Context: an optimization exercise on an open-source flow, tuned for small area and a short achievable clock period. The choices shown serve that exercise and are no tape-out recipe.
No run shown here included a check of the RTL's function; only the layout flow was run.
Power figures rest on the tool's default switching activity, not on a simulated workload.

## flow/design.v (module list and top-level ports; edited modules follow where they fit)
// module cpu_alu_shifter: 48 lines
// module cpu_alu_mux2i: 8 lines
// module cpu_alu: 871 lines
// module cpu_alu_benc: 10 lines
// module cpu_alu_bpp: 11 lines
// module cpu_alu_benc2: 16 lines
// module cpu_alu_bpp2: 13 lines
// module cpu_alu_bppbit: 10 lines
// module cpu_alu_fa: 10 lines
// module cpu_alu_ha: 9 lines
// module cpu_alu_cpa: 689 lines
// module cpu_alu_nand2: 3 lines
// module cpu_alu_nor2: 3 lines
// module cpu_alu_xnor2: 3 lines
// module cpu_alu_inv: 3 lines
// module cpu_alu_aoi21: 3 lines
// module cpu_alu_oai21: 3 lines
// module cpu_alu_maj3i: 3 lines
// module cpu_alu_xor2: 3 lines
// module cpu_alu_and2: 3 lines
// module cpu_alu_mux2: 3 lines
module cpu_alu #(
    parameter int WIDTH = pkg_cpu_alu::ALU_WIDTH
) (
    input  logic             clk,
    input  logic             rst,
    input  logic             in_valid,
    input  logic [WIDTH-1:0] a,
    input  logic [WIDTH-1:0] b,
    input  logic [3:0]       oper,
    input  logic [3:0]       flags_in,
    output logic             out_valid,
    output logic [WIDTH-1:0] result,
    output logic [3:0]       flags_out
);
  // ...
==> flow/flow/run.sh <==
#!/bin/bash
# Standard layout, except that the port buffers are plain buf_2 cells instead of the
# resizer's default choice.
set -e
export BUFFER_PORTS_ARGS="-buffer_cell sky130_fd_sc_hd__buf_2"
bash standard.sh > standard.log 2>&1
==> flow/standard.sh <==
#!/bin/bash
# synth_recipe.tcl (not shown) runs the flow's synth.tcl, then flattens the netlist and writes it again
# the make line also repeats each setting of config.mk as NAME=value (left out here)
make -C /OpenROAD-flow-scripts/flow DESIGN_CONFIG=/design/flow/config.mk WORK_HOME=/design/flow/orfs CLKGATE_MAP_FILE= SYNTH_SCRIPT=/design/flow/synth_recipe.tcl "${@:-finish}"
==> flow/config.mk <==
export PLATFORM = sky130hd
export DESIGN_NAME = cpu_alu
export DESIGN_NICKNAME = cpu_alu
export VERILOG_FILES = /design/flow/design.v
export SDC_FILE = /design/flow/constraint.sdc
export NUM_CORES = 4
export LEC_CHECK = 0
export CAP_MARGIN = 20
export CORE_MARGIN = 2
export CORE_UTILIZATION = 60
export SETUP_SLACK_MARGIN = 3.2
export SLEW_MARGIN = 20
export SYNTH_HIERARCHICAL = 1
==> flow/constraint.sdc <==
create_clock -name core_clock -period 11.0 [get_ports {clk}]
set_input_delay 2.2000 -clock core_clock [delete_from_list [all_inputs] [get_ports {clk}]]
set_output_delay 2.2000 -clock core_clock [all_outputs]
set_load 0.01 [all_outputs]
==> flow_metrics.tcl, run 1 <==
set metrics [dict create \
    status "complete, no violations" \
    syn_area_sq_um 20200 \
    grt_antenna_before_repair 0 \
    timing.critical_path.fanout_max 34 \
    htreeDepth 2 \
    report.final.hold_viol_count 0 \
    sequential_cell_total 36 \
    slowest_stage_delay_cp_ps 600 \
    globalRoute.busiestLayer "met2" \
    setup_slack_placement_ps 2160 \
    timing.critical_path.from "b[3]" \
    synth_flop_cell "sky130_fd_sc_hd__dfxtp_1" \
    cts-hold-fix-buffers 0 \
    rsz_0062_raised_after_global_routing "no" \
    timing.final.crit_period_ps 7650 \
    path_cells "buf_2, buf_8, xnor2_4, nand2_4, buf_4, o22ai_1, ha_1, fa_1, fa_1, fa_1, fa_1, fa_1, mux2i_2, xor2_2, xor2_1, nor2_1, nand2_1, nor2_1, nand2_1, nor2_1, nand2_1, o41ai_2" \
    sequential_cell_area_sq_um 721 \
    met1_global_route_usage 0.547 \
    area.share.sequential 0.0336 \
    clk-power_uw 147 \
    cell_type_contributing_the_most_total_cell_area_after_synthesis "sky130_fd_sc_hd__fa_1" \
    synth_mux_area_frac 0.158 \
    post-synth-top-area-fraction 0.208 \
    static-leakage-power_uw 0.00862 \
    yosysSeqAreaShare 0.0357 \
    timing.critical_path.to_type "flop" \
    maxCapViolCount 0 \
    dr.first_iter.drc_count 1998 \
    nNonClkBuffers 167 \
    tap_cells 448 \
    slew_violations 0 \
    io_buffers 109 \
    timing.critical_path.slowest_stage_cell "sky130_fd_sc_hd__fa_1" \
    drive_gt1_frac 0.130 \
    critical_path.endpoint "r_flags[0]" \
    fillers 3036 \
    cellPowerDensity_nw_per_um2 209 \
    grt-ovfl-total 0 \
    worstHoldStart "rst" \
    placed_cells 2826 \
    max_freq_ghz 0.131 \
    postSynthRegisterBits 36 \
]
==> run 2: changes to the inputs <==
--- a/flow/config.mk
+++ b/flow/config.mk
@@ -9,5 +9,5 @@
 export CORE_MARGIN = 2
 export CORE_UTILIZATION = 60
-export SETUP_SLACK_MARGIN = 3.2
+export SETUP_SLACK_MARGIN = 3.4
 export SLEW_MARGIN = 20
 export SYNTH_HIERARCHICAL = 1
==> flow_metrics.tcl, run 2 <==
set metrics [dict create \
    total_core_area_sq_um 33400 \
    routed_wirelength_mm 73.6 \
    fillers 2988 \
    cell_type_contributing_the_most_total_cell_area_after_synthesis "sky130_fd_sc_hd__fa_1" \
    per_cell_via_count_in_the_routed_design 6.64 \
    ys_async_sr_fraction 0 \
    syn2layout_area_growth_pct 7.92 \
    top_flop_regs "r_result (32), r_flags (3), r_valid (1)" \
    crit_path_max_delay_family "adder cells" \
    route.detailed.drc 0 \
    static-leakage-power_uw 0.00875 \
    syn_area_sq_um 20200 \
    final_nets 2770 \
    report.final.hold_viol_count 0 \
    drt-pass1-iter-count 5 \
    yosysSeqAreaShare 0.0357 \
    share_clk_of_total_power 0.031 \
    slew-limit-headroom 0.249 \
    tightest_pin_transition_ps 1130 \
    synth_area_per_cell_sq_um 8.49 \
    placementRows 67 \
    worst_hold_path_type "in -> reg" \
    post-synth-top-area-fraction 0.208 \
    timing.critical_path.to_type "flop" \
    root_buffer "sky130_fd_sc_hd__clkbuf_16" \
    timing.critical_path.from "b[7]" \
    worstHoldStart "rst" \
    dieArea_sq_um 35100 \
    postSynthRegisterBits 36 \
    weighted_congestion_reported_at_the_end_of_routability_driven_placement 0.948 \
    grt_pass1_vias 18200 \
    slew_violations 0 \
    grt_use_total 0.404 \
    placed_cells 2826 \
    internal_power_uw 2090 \
    setup.worst_path.class "in -> reg" \
    final_cell_mix "358 x sky130_fd_sc_hd__xnor2_1, 289 x sky130_fd_sc_hd__mux2i_1, 287 x sky130_fd_sc_hd__o22ai_1" \
    layout.cells.most_common "sky130_fd_sc_hd__xnor2_1" \
    drive_gt1_frac 0.144 \
    critical_path.endpoint "r_flags[2]" \
    worst_setup_hold_path_clk_slew_ps 60 \
    cts_tree "yes" \
    max_freq_ghz 0.133 \
    maxCapViolCount 0 \
    n_antenna_cell 0 \
    dr.first_iter.drc_count 2113 \
    top_level_ports 112 \
    stdcell_count 2868 \
    mapped_cells 2378 \
    io_buffers 109 \
    vias 19100 \
    grt_antenna_before_repair 1 \
    ys_warn_count 9 \
    cellPowerDensity_nw_per_um2 216 \
    wire_length_of_the_first_global_routing_pass_mm 109 \
    fin_setup_tns_ps 0 \
    critical_path_arrival_ps 7660 \
    power.combinational.fraction 0.926 \
    synth_edf_count 0 \
    synth.lib_cells_used.distinct 75 \
    timing.critical_path.slowest_stage_cell "sky130_fd_sc_hd__fa_1" \
    avgRoutedWirePerCell_um 25.7 \
    cts.sink_count 36 \
    htreeDepth 2 \
    cts_made_buffers 5 \
    final_core_utilization 0.653 \
    path_buf_inv 3 \
    path_cells "buf_2, buf_12, xnor2_2, buf_4, o22ai_1, fa_1, fa_1, fa_1, fa_1, mux2i_1, xor2_4, nand2_1, nor2_2, nand2_1, o21ai_4, a21oi_4, o21ai_2, nand3b_1, a31oi_1" \
    fp.dieH_um 187 \
    grt-ovfl-total 0 \
    status "complete, no violations" \
    worstSetupStartpointType "input port" \
    sw_frac_of_total 0.556 \
    timing.final.crit_period_ps 7490 \
    post_synth_most_frequent_cells "370 x sky130_fd_sc_hd__xnor2_1, 310 x sky130_fd_sc_hd__mux2i_1, 293 x sky130_fd_sc_hd__o22ai_1, 210 x sky130_fd_sc_hd__fa_1, 194 x sky130_fd_sc_hd__nand2_1" \
    timing.critical_path.fanout_max 26 \
    rsz_0062_raised_after_global_routing "yes" \
    fin_crit_sh 0.681 \
    max_flop_register "r_result" \
    seq_power_share 0.043 \
    switchingPower_uw 2620 \
    setup-violations-final 0 \
    largest_register_ff_count 32 \
    slowest_stage_delay_cp_ps 590 \
    largest_net_degree_at_the_start_of_global_routing 96 \
    crit_path_frequent_cell "sky130_fd_sc_hd__fa_1" \
    synth_flop_cell "sky130_fd_sc_hd__dfxtp_1" \
    synth.top_cells.by_area "sky130_fd_sc_hd__fa_1 21%, sky130_fd_sc_hd__xnor2_1 16%, sky130_fd_sc_hd__mux2i_1 15%" \
    holdWs_ps 2070 \
    path_depth 19 \
    floorplan.die.width_um 187 \
    cp.required_ps 11170 \
    hpwl_mm 54.0 \
    initial_core_util 0.605 \
    cts_buffer_depth 2 \
    antenna_left 0 \
    worst_ir_drop_vdd_mv 1.11 \
    yosysMostFrequentCell "sky130_fd_sc_hd__xnor2_1" \
]
## run 2: worst min-delay path by stage
stage | to | cells after the start
global placement | r_valid | 2
floorplan | r_valid | 1
CTS | r_valid | 2
global route | r_valid | 2
detailed placement | r_valid | 2
finish | r_valid | 2
## run 2: layout make-up
cell class                      count  area (sq um)  area share
Multi-Input combinational cell   2057         18600       0.854
Timing Repair Buffer              179          1230      0.0565
Sequential cell                    36           721      0.0331
Tap cell                          448           561      0.0257
Inverter                          140           526      0.0241
Clock buffer                        7           143     0.00655
Clock inverter                      1          7.51    0.000345
## run 2: modules after synthesis, one instance, submodules excluded, excerpt
| module | area, sq um | cells | flip-flops and latches |
|---|---|---|---|
| cpu_alu | 3640 | 508 | 36 |
| cpu_alu_shifter | 1460 | 220 | 0 |
| cpu_alu_fa | 20.0 | 1 | 0 |
| cpu_alu_maj3i | 18.8 | 3 | 0 |
| cpu_alu_mux2i | 10.0 | 1 | 0 |
| cpu_alu_xor2 | 8.76 | 1 | 0 |
| cpu_alu_aoi21 | 8.76 | 1 | 0 |
| cpu_alu_and2 | 6.26 | 1 | 0 |
| cpu_alu_inv | 3.75 | 1 | 0 |
| cpu_alu_nor2 | 3.75 | 1 | 0 |
| cpu_alu_nand2 | 3.75 | 1 | 0 |
## run 2: per-layer routing
| layer | global-route usage | up-vias | routed length (um) |
|---|---|---|---|
| li1 | - | 8417 | - |
| met1 | 0.553 | 9291 | 30200 |
| met2 | 0.642 | 1127 | 33000 |
| met3 | 0.0473 | 216 | 6610 |
| met4 | 0.187 | 2 | 3710 |
| met5 | 0 | - | 19 |
## run 2: logic make-up (layout without fill, tap and decap cells)
kind of cell               after synthesis  count (layout)  share of synthesized area
AOI/OAI and AO/OA                      597             597                      0.191
xor gates and xnor gates               452             453                      0.196
and+or+nand+nor                        407             409                     0.0890
muxes                                  317             317                      0.158
buffers and inverters                  291             327                     0.0807
adders and majority gates              277             277                      0.250
DFF                                     36              36                     0.0357
other                                    1               4                   0.000186
## run 2: timing repair
item                       CTS  global route
setup buffers                4            26
cloned                       1             3
setup endpoints to repair   17            11
gates resized for setup     67            64
hold buffers                 0             0
pin swaps                    7            12
## run 2: metrics by stage
step                      power (uW)  worst slack (ps)  area [sq um]
after floorplan                 2660              3620         20200
after global placement          3900              2240         20600
after detailed placement        3990              2160         20700
after CTS                       4280              3370         21200
after global routing            4970              3350         21800
final                           4700              3510         21800
## run 2: power groups by stage
stage               registers, uW  clock network, uW  logic, uW
finish                        200                147       4350
global route                  204                155       4610
CTS                           200                150       3930
detailed placement            203                  0       3790
global placement              202                  0       3700
floorplan                     229                  0       2430
==> run 3: changes to the inputs <==
--- a/flow/config.mk
+++ b/flow/config.mk
@@ -8,6 +8,6 @@
 export CAP_MARGIN = 20
 export CORE_MARGIN = 2
-export CORE_UTILIZATION = 60
-export SETUP_SLACK_MARGIN = 3.4
+export CORE_UTILIZATION = 55
+export SETUP_SLACK_MARGIN = 3.3
 export SLEW_MARGIN = 20
 export SYNTH_HIERARCHICAL = 1
==> flow_metrics.tcl, run 3 <==
set metrics [dict create \
    status "complete, no violations" \
    avgRoutedWirePerCell_um 26.2 \
    seq_power_share 0.043 \
    whs_path_depth 2 \
    synth_mux_area_frac 0.158 \
    cellPowerDensity_nw_per_um2 212 \
    slew_violations 0 \
    static-leakage-power_uw 0.00865 \
    grt_use_total 0.384 \
    timing.final.crit_period_ps 7620 \
    cp.required_ps 11160 \
    root_buffer "sky130_fd_sc_hd__clkbuf_16" \
    synthAdderAreaFrac 0.250 \
    placed_cells 2848 \
    timing.critical_path.to_type "flop" \
    share_clk_of_total_power 0.032 \
    largest_net_degree_at_the_start_of_global_routing 99 \
    fin_setup_tns_ps 0 \
    post-synth-top-area-fraction 0.208 \
    timing.critical_path.fanout_max 27 \
    initial_core_util 0.556 \
    dr.first_iter.drc_count 1776 \
    ys_warn_count 9 \
    largest_register_ff_count 32 \
    tightest_pin_transition_ps 1110 \
    cell_type_contributing_the_most_total_cell_area_after_synthesis "sky130_fd_sc_hd__fa_1" \
    postSynthRegisterBits 36 \
    worst_setup_hold_path_clk_slew_ps 50 \
    ys_async_sr_fraction 0 \
    cts-hold-fix-buffers 0 \
    cts_made_buffers 5 \
    cts.sink_count 36 \
    wire_length_of_the_first_global_routing_pass_mm 112 \
    io_buffers 109 \
    setup.worst_path.class "in -> reg" \
    stdcell_count 2877 \
    route.detailed.drc 0 \
    htreeDepth 2 \
    switchingPower_uw 2570 \
    synth_area_per_cell_sq_um 8.49 \
    maxCapViolCount 0 \
    hpwl_mm 55.9 \
    cts_buffer_depth 2 \
    antenna_left 0 \
    report.final.hold_viol_count 0 \
    n_antenna_cell 0 \
    slew-limit-headroom 0.257 \
    floorplan.die.width_um 196 \
    total_core_area_sq_um 36300 \
    drt-pass1-iter-count 6 \
    syn2layout_area_growth_pct 6.86 \
    synth.lib_cells_used.distinct 75 \
    max_flop_register "r_result" \
    worst_ir_drop_vdd_mv 0.933 \
    synth_top_family_by_area "adder cells" \
    fin_crit_sh 0.693 \
    layout.cells.most_common "sky130_fd_sc_hd__xnor2_1" \
    critical_path_arrival_ps 7780 \
    final_cell_mix "361 x sky130_fd_sc_hd__xnor2_1, 291 x sky130_fd_sc_hd__o22ai_1, 290 x sky130_fd_sc_hd__mux2i_1" \
    max_freq_ghz 0.131 \
    weighted_congestion_reported_at_the_end_of_routability_driven_placement 0.952 \
    sw_frac_of_total 0.562 \
    yosysMostFrequentCell "sky130_fd_sc_hd__xnor2_1" \
    syn_area_sq_um 20200 \
    final_nets 2759 \
    worstHoldStart "rst" \
    grt_antenna_before_repair 0 \
    setup-violations-final 0 \
    mapped_cells 2378 \
    synth_edf_count 0 \
    cts_tree "yes" \
    per_cell_via_count_in_the_routed_design 6.56 \
    vias 18900 \
    synth_xor_area_frac 0.196 \
    synth_compound_area_frac 0.191 \
    synth_flop_cell "sky130_fd_sc_hd__dfxtp_1" \
    rsz_0062_raised_after_global_routing "yes" \
    drive_gt1_frac 0.135 \
    grt-ovfl-total 0 \
    top_level_ports 112 \
    grt_pass1_vias 18300 \
    internal_power_uw 2000 \
    worstSetupStartpointType "input port" \
    post_synth_most_frequent_cells "370 x sky130_fd_sc_hd__xnor2_1, 310 x sky130_fd_sc_hd__mux2i_1, 293 x sky130_fd_sc_hd__o22ai_1, 210 x sky130_fd_sc_hd__fa_1, 194 x sky130_fd_sc_hd__nand2_1" \
    power.combinational.fraction 0.925 \
    synth.top_cells.by_area "sky130_fd_sc_hd__fa_1 21%, sky130_fd_sc_hd__xnor2_1 16%, sky130_fd_sc_hd__mux2i_1 15%" \
    synth_simple_gate_area_share 0.0890 \
    fp.dieH_um 196 \
    holdPathEnd "r_valid" \
    routed_wirelength_mm 75.3 \
    top_flop_regs "r_result (32), r_flags (3), r_valid (1)" \
    placementRows 70 \
    worst_hold_path_type "in -> reg" \
    dieArea_sq_um 38300 \
    yosysSeqAreaShare 0.0357 \
]
==> run 3: modules after synthesis (local to each module, per instance), a selection <==
| module | flip-flops and latches | copies in the design |
|---|---|---|
| cpu_alu_shifter | 0 | 1 |
| cpu_alu_fa | 0 | 210 |
| cpu_alu_maj3i | 0 | 1 |
| cpu_alu_ha | 0 | 30 |
| cpu_alu_xnor2 | 0 | 32 |
| cpu_alu_aoi21 | 0 | 42 |
| cpu_alu_and2 | 0 | 16 |
| cpu_alu_oai21 | 0 | 26 |
==> run 3: what timing repair did <==
item | CTS | global route
gates cloned | 0 | 2
setup endpoints to repair | 17 | 10
setup buffers | 3 | 16
pin swaps | 4 | 12
resized for setup | 55 | 58
==> run 3: power by group through the flow <==
stage                     Combinational [uW]  Sequential [uW]  Clock (uW)
after floorplan                         2430              229           0
after global placement                  3750              199           0
after detailed placement                3850              200           0
after CTS                               3930              197         151
after global routing                    4540              200         155
final                                   4230              196         147
==> run 3: through the flow <==
| step | setup slack, ps | area (sq um) | power (uW) | hold slack, ps | utilization |
|---|---|---|---|---|---|
| after floorplan | 3620 | 20200 | 2660 | 2270 | - |
| after global placement | 2000 | 20700 | 3950 | 2360 | 0.569 |
| after detailed placement | 2090 | 20700 | 4050 | 2360 | 0.569 |
| after CTS | 3310 | 21100 | 4280 | 2050 | 0.581 |
| after global routing | 3250 | 21600 | 4900 | 2050 | 0.594 |
| final | 3380 | 21600 | 4580 | 2060 | 0.594 |
==> run 3: how the worst max path moves through the flow <==
stage | start | endpoint | slack [ps] | cells past startpoint
2_1_floorplan | b[4] | r_flags[2] | 3620 | 21
3_5_place_dp | b[5] | r_flags[2] | 2090 | 21
3_3_place_gp | b[4] | r_flags[2] | 2000 | 19
6_report | b[1] | r_flags[0] | 3380 | 21
5_1_grt | b[5] | r_flags[2] | 3250 | 21
4_1_cts | b[0] | r_result[30] | 3310 | 21
==> run 3: kinds of logic after synthesis <==
family,after synthesis
mux,317
other cells,1
flops,36
compound gates,597
buf+inv,291
xor+xnor,452
simple gates,407
fa+ha+maj,277
==> run 3: layout make-up <==
type,instances,area [sq um]
Multi-Input combinational cell,2055,18400
Fill cell,3390,14800
Timing Repair Buffer,170,1170
Sequential cell,36,721
Tap cell,468,586
Inverter,140,526
Clock buffer,7,143
Clock inverter,1,7.51
==> run 3: critical path: stages <==
cell	delay (ps)
sky130_fd_sc_hd__buf_2	170
sky130_fd_sc_hd__buf_12	220
sky130_fd_sc_hd__buf_12	260
sky130_fd_sc_hd__xnor2_1	200
sky130_fd_sc_hd__o22ai_2	150
sky130_fd_sc_hd__fa_1	550
sky130_fd_sc_hd__fa_1	550
sky130_fd_sc_hd__fa_1	440
sky130_fd_sc_hd__fa_1	400
sky130_fd_sc_hd__fa_1	520
sky130_fd_sc_hd__fa_1	550
sky130_fd_sc_hd__mux2i_2	290
sky130_fd_sc_hd__xor2_2	300
sky130_fd_sc_hd__xor2_1	110
sky130_fd_sc_hd__nor2_1	130
sky130_fd_sc_hd__nand2_1	130
sky130_fd_sc_hd__nor2_1	170
sky130_fd_sc_hd__nand2_1	100
sky130_fd_sc_hd__nor2_1	110
sky130_fd_sc_hd__nand2_1	60
sky130_fd_sc_hd__o41ai_2	110
==> run 3: layer usage <==
layer,part of all wire,vias up,GRT usage,routed length [um]
met5,0,-,0,0
met4,0.045,0,0.149,3420
met3,0.088,210,0.0477,6660
met2,0.45,1018,0.620,33800
met1,0.42,9244,0.527,31400
li1,-,8399,-,-
==> run 4: changes to the inputs <==
==> flow/flow/run.sh (replaced) <==
#!/bin/bash
# Standard layout, except that the port buffers are plain buf_2 cells instead of the
# resizer's default choice, and synthesis maps each module for a light output load, so that
# the one-gate modules get minimum-size cells (the resizer upsizes what timing needs).
set -e
export BUFFER_PORTS_ARGS="-buffer_cell sky130_fd_sc_hd__buf_2"
bash standard.sh finish ABC_LOAD_IN_FF=1 > standard.log 2>&1
--- a/flow/config.mk
+++ b/flow/config.mk
@@ -8,5 +8,5 @@
 export CAP_MARGIN = 20
 export CORE_MARGIN = 2
-export CORE_UTILIZATION = 55
+export CORE_UTILIZATION = 60
 export SETUP_SLACK_MARGIN = 3.3
 export SLEW_MARGIN = 20
==> flow_metrics.tcl, run 4 <==
set metrics [dict create \
    hpwl_mm 53.7 \
    fp.dieH_um 187 \
    grt_use_total 0.398 \
    avgRoutedWirePerCell_um 24.9 \
    synth_simple_gate_area_share 0.0893 \
    syn_area_sq_um 20100 \
    layout.cells.most_common "sky130_fd_sc_hd__xnor2_1" \
    use_met2 0.636 \
    per_cell_via_count_in_the_routed_design 6.58 \
    multiInputGateArea_sq_um 18300 \
    route.detailed.drc 0 \
    critical_path_arrival_ps 7690 \
    setup.worst_path.class "in -> reg" \
    final_nets 2753 \
    cellPowerDensity_nw_per_um2 206 \
    slew-limit-headroom 0.245 \
    root_buffer "sky130_fd_sc_hd__clkbuf_16" \
    synth_top_family_by_area "adder cells" \
    grt_pass1_vias 18000 \
    grt-ovfl-total 0 \
    top_flop_regs "r_result (32), r_flags (3), r_valid (1)" \
    timing.critical_path.from "b[3]" \
    dr.first_iter.drc_count 2011 \
    synth_flop_cell "sky130_fd_sc_hd__dfxtp_1" \
    slew_violations 0 \
    synthAdderAreaFrac 0.251 \
    grt_antenna_before_repair 1 \
    synth_xor_area_frac 0.200 \
    max_flop_register "r_result" \
    largest_net_degree_at_the_start_of_global_routing 63 \
    synth_mux_area_frac 0.158 \
    fillers 2970 \
    crit_path_max_delay_family "adder cells" \
    routed_wirelength_mm 71.0 \
    final_cell_mix "349 x sky130_fd_sc_hd__xnor2_1, 295 x sky130_fd_sc_hd__mux2i_1, 292 x sky130_fd_sc_hd__o22ai_1" \
    tightest_pin_transition_ps 1130 \
    yosysSeqAreaShare 0.0358 \
    wire_length_of_the_first_global_routing_pass_mm 107 \
    htreeDepth 2 \
    cts_tree "yes" \
    holdPathEnd "r_valid" \
    initial_core_util 0.604 \
    met1_global_route_usage 0.541 \
    synth_compound_area_frac 0.184 \
    drt-pass1-iter-count 6 \
    status "complete, no violations" \
    fin_crit_sh 0.688 \
    cts.sink_count 36 \
    whs_path_depth 2 \
    cp.required_ps 11120 \
    gr-usage-met3 0.0623 \
    worst_ir_drop_vdd_mv 0.957 \
    worstHoldStart "rst" \
    globalRoute.busiestLayer "met2" \
    post-synth-top-area-fraction 0.209 \
    static-leakage-power_uw 0.00864 \
    synth_area_per_cell_sq_um 8.46 \
    timing.final.crit_period_ps 7570 \
    ys_async_sr_fraction 0 \
    cell_type_contributing_the_most_total_cell_area_after_synthesis "sky130_fd_sc_hd__fa_1" \
    crit_path_frequent_cell "sky130_fd_sc_hd__fa_1" \
    cts_made_buffers 5 \
    final_core_utilization 0.642 \
    floorplan.die.width_um 187 \
    synth.lib_cells_used.distinct 76 \
    syn2layout_area_growth_pct 6.20 \
    fin_setup_tns_ps 0 \
    timing.critical_path.slowest_stage_cell "sky130_fd_sc_hd__fa_1" \
    total_core_area_sq_um 33300 \
    setup-violations-final 0 \
    synth_edf_count 0 \
    mapped_cells 2379 \
    largest_register_ff_count 32 \
    weighted_congestion_reported_at_the_end_of_routability_driven_placement 0.953 \
    path_cells "buf_2, buf_12, xnor2_2, nand2_4, buf_4, o22ai_1, ha_1, fa_1, fa_1, fa_1, fa_1, fa_1, mux2i_2, xor2_2, xor2_1, nor2_1, nand2_1, nor2_1, nand2_1, nor2_1, nand2_1, o41ai_1" \
    dieArea_sq_um 35000 \
    maxCapViolCount 0 \
    path_buf_inv 3 \
    worstSetupStartpointType "input port" \
    worst_hold_path_type "in -> reg" \
    top_level_ports 112 \
    max_freq_ghz 0.132 \
    vias 18800 \
    io_buffers 109 \
    postSynthRegisterBits 36 \
    ys_warn_count 9 \
    rsz_0062_raised_after_global_routing "yes" \
    drive_gt1_frac 0.116 \
    sequential_cell_area_sq_um 721 \
    post_synth_most_frequent_cells "361 x sky130_fd_sc_hd__xnor2_1, 310 x sky130_fd_sc_hd__mux2i_1, 293 x sky130_fd_sc_hd__o22ai_1, 210 x sky130_fd_sc_hd__fa_1, 194 x sky130_fd_sc_hd__nand2_1" \
    timing.critical_path.to_type "flop" \
    worst_setup_hold_path_clk_slew_ps 50 \
    timing.critical_path.fanout_max 39 \
    slowest_stage_delay_cp_ps 530 \
    placementRows 67 \
    synth.top_cells.by_area "sky130_fd_sc_hd__fa_1 21%, sky130_fd_sc_hd__xnor2_1 16%, sky130_fd_sc_hd__mux2i_1 15%" \
    yosysMostFrequentCell "sky130_fd_sc_hd__xnor2_1" \
    cts_buffer_depth 2 \
    antenna_left 0 \
    report.final.hold_viol_count 0 \
]
==> run 4: cell types whose count changed in the layout (fill, tap and decap cells not counted), moves of 5 or more <==
cell,delta
sky130_fd_sc_hd__a21oi_1,+39
sky130_fd_sc_hd__a21oi_2,-39
sky130_fd_sc_hd__o21ai_1,-25
sky130_fd_sc_hd__xnor2_1,-12
sky130_fd_sc_hd__and2_1,-17
sky130_fd_sc_hd__and2_0,+17
sky130_fd_sc_hd__mux2i_2,-5
sky130_fd_sc_hd__mux2i_1,+5
sky130_fd_sc_hd__xnor2_2,+13
sky130_fd_sc_hd__clkbuf_4,+5
sky130_fd_sc_hd__o21ai_0,+26
==> run 4: worst max-delay path by stage <==
stage                              end  slack [ps]  cells past startpoint
final                       r_flags[0]        3430                     22
after global routing      r_result[29]        3260                     22
after CTS                   r_flags[2]        3300                     21
after detailed placement    r_flags[2]        2030                     20
after global placement      r_flags[2]        2140                     20
after floorplan             r_flags[0]        3790                     15
==> run 4: layer usage <==
| metal | vias up | part of all wire | wire length (um) |
|---|---|---|---|
| li1 | 8409 | - | - |
| met1 | 9127 | 0.40 | 28800 |
| met2 | 1043 | 0.45 | 32100 |
| met3 | 190 | 0.10 | 7090 |
| met4 | 0 | 0.043 | 3080 |
| met5 | - | 0 | 0 |
==> run 4: cell families after synthesis <==
kind of cell	Yosys count
fa+ha+maj	277
buf+inv	292
other cells	1
xor+xnor	452
flops	36
simple gates	407
mux	317
compound gates	597
==> run 4: through the flow <==
stage               worst slack [ps]  power (uW)  area (sq um)  std cells  hold slack (ps)
finish                          3430        4390         21400       2852             2060
global route                    3260        4720         21400       2852             2070
CTS                             3300        4130         21000       2841             2060
detailed placement              2030        3910         20600       2827             2360
global placement                2140        3840         20500       2826             2360
floorplan                       3790        2600         20100       2382             2270
==> run 4: report_power, final <==
group,switching [uW],internal (uW),leakage [uW]
clock network,53.9,90.1,0.0000701
logic,2380,1680,0.00827
registers,11.1,185,0.000302
total,2440,1950,0.00864
==> run 4: repair_timing <==
action / in CTS / in global routing
cloned: 0 / 0
setup buffers: 6 / 10
hold endpoints to repair: 0 / 0
setup endpoints to repair: 17 / 11
hold buffers: 0 / 0
pin swaps: 5 / 7
gates resized for setup: 51 / 55
==> run 4: Yosys stat by module (local to each module, per instance), a selection <==
module	copies in the design	flip-flops and latches	area, sq um
cpu_alu_mux2i	256	0	10.0
cpu_alu_ha	30	0	12.5
cpu_alu_xnor2	32	0	8.76
cpu_alu_maj3i	1	0	18.8
cpu_alu_fa	210	0	20.0
cpu_alu_and2	16	0	6.26
cpu_alu	1	36	3640
cpu_alu_inv	38	0	3.75
cpu_alu_oai21	26	0	5.00
cpu_alu_nand2	99	0	3.75
cpu_alu_xor2	80	0	8.76
==> run 4: cell type report <==
cell class | count | area share
antenna | 1 | 0.000117
clock buffer | 7 | 0.00668
clock inverter | 1 | 0.000351
inverter | 140 | 0.0246
multi-input combinational | 2054 | 0.855
sequential | 36 | 0.0337
tap | 448 | 0.0262
timing repair buffer | 165 | 0.0529

==> what the ideal ports hide <==
The results above use ideal ports. As a check the final layouts listed here were re-extracted and re-timed, cells and wires unchanged.
Step 1 (the two cells are an assumption about what drives the block):
set clk [get_ports {clk}]
set_driving_cell -lib_cell sky130_fd_sc_hd__clkbuf_16 $clk
set_driving_cell -lib_cell sky130_fd_sc_hd__buf_2 [delete_from_list [all_inputs] $clk]
Step 2, shift: input delay + t, output delay - t, t = (earliest + latest rising clock arrival at the registers) / 2. This alone moves slack from input paths to output paths.
Three values: no drivers, after step 1, after step 2; two values: the first two.
| run | t, ns | setup slack, ns | worst setup path after step 2 |
|---|---|---|---|
| run 1 | 0.324 | 3.347 / 3.357 / 3.033 | input to register |
| run 2 | 0.320 | 3.508 / 3.497 / 3.178 | input to register |
| run 3 | 0.323 | 3.378 / 3.384 / 3.061 | input to register |
| run 4 | 0.319 | 3.434 / 3.444 / 3.126 | input to register |
After both steps setup and hold are still met in every run listed. The setup slack of run 2, which loses most, moves by -0.011 ns with the drivers and by -0.330 ns with both steps.
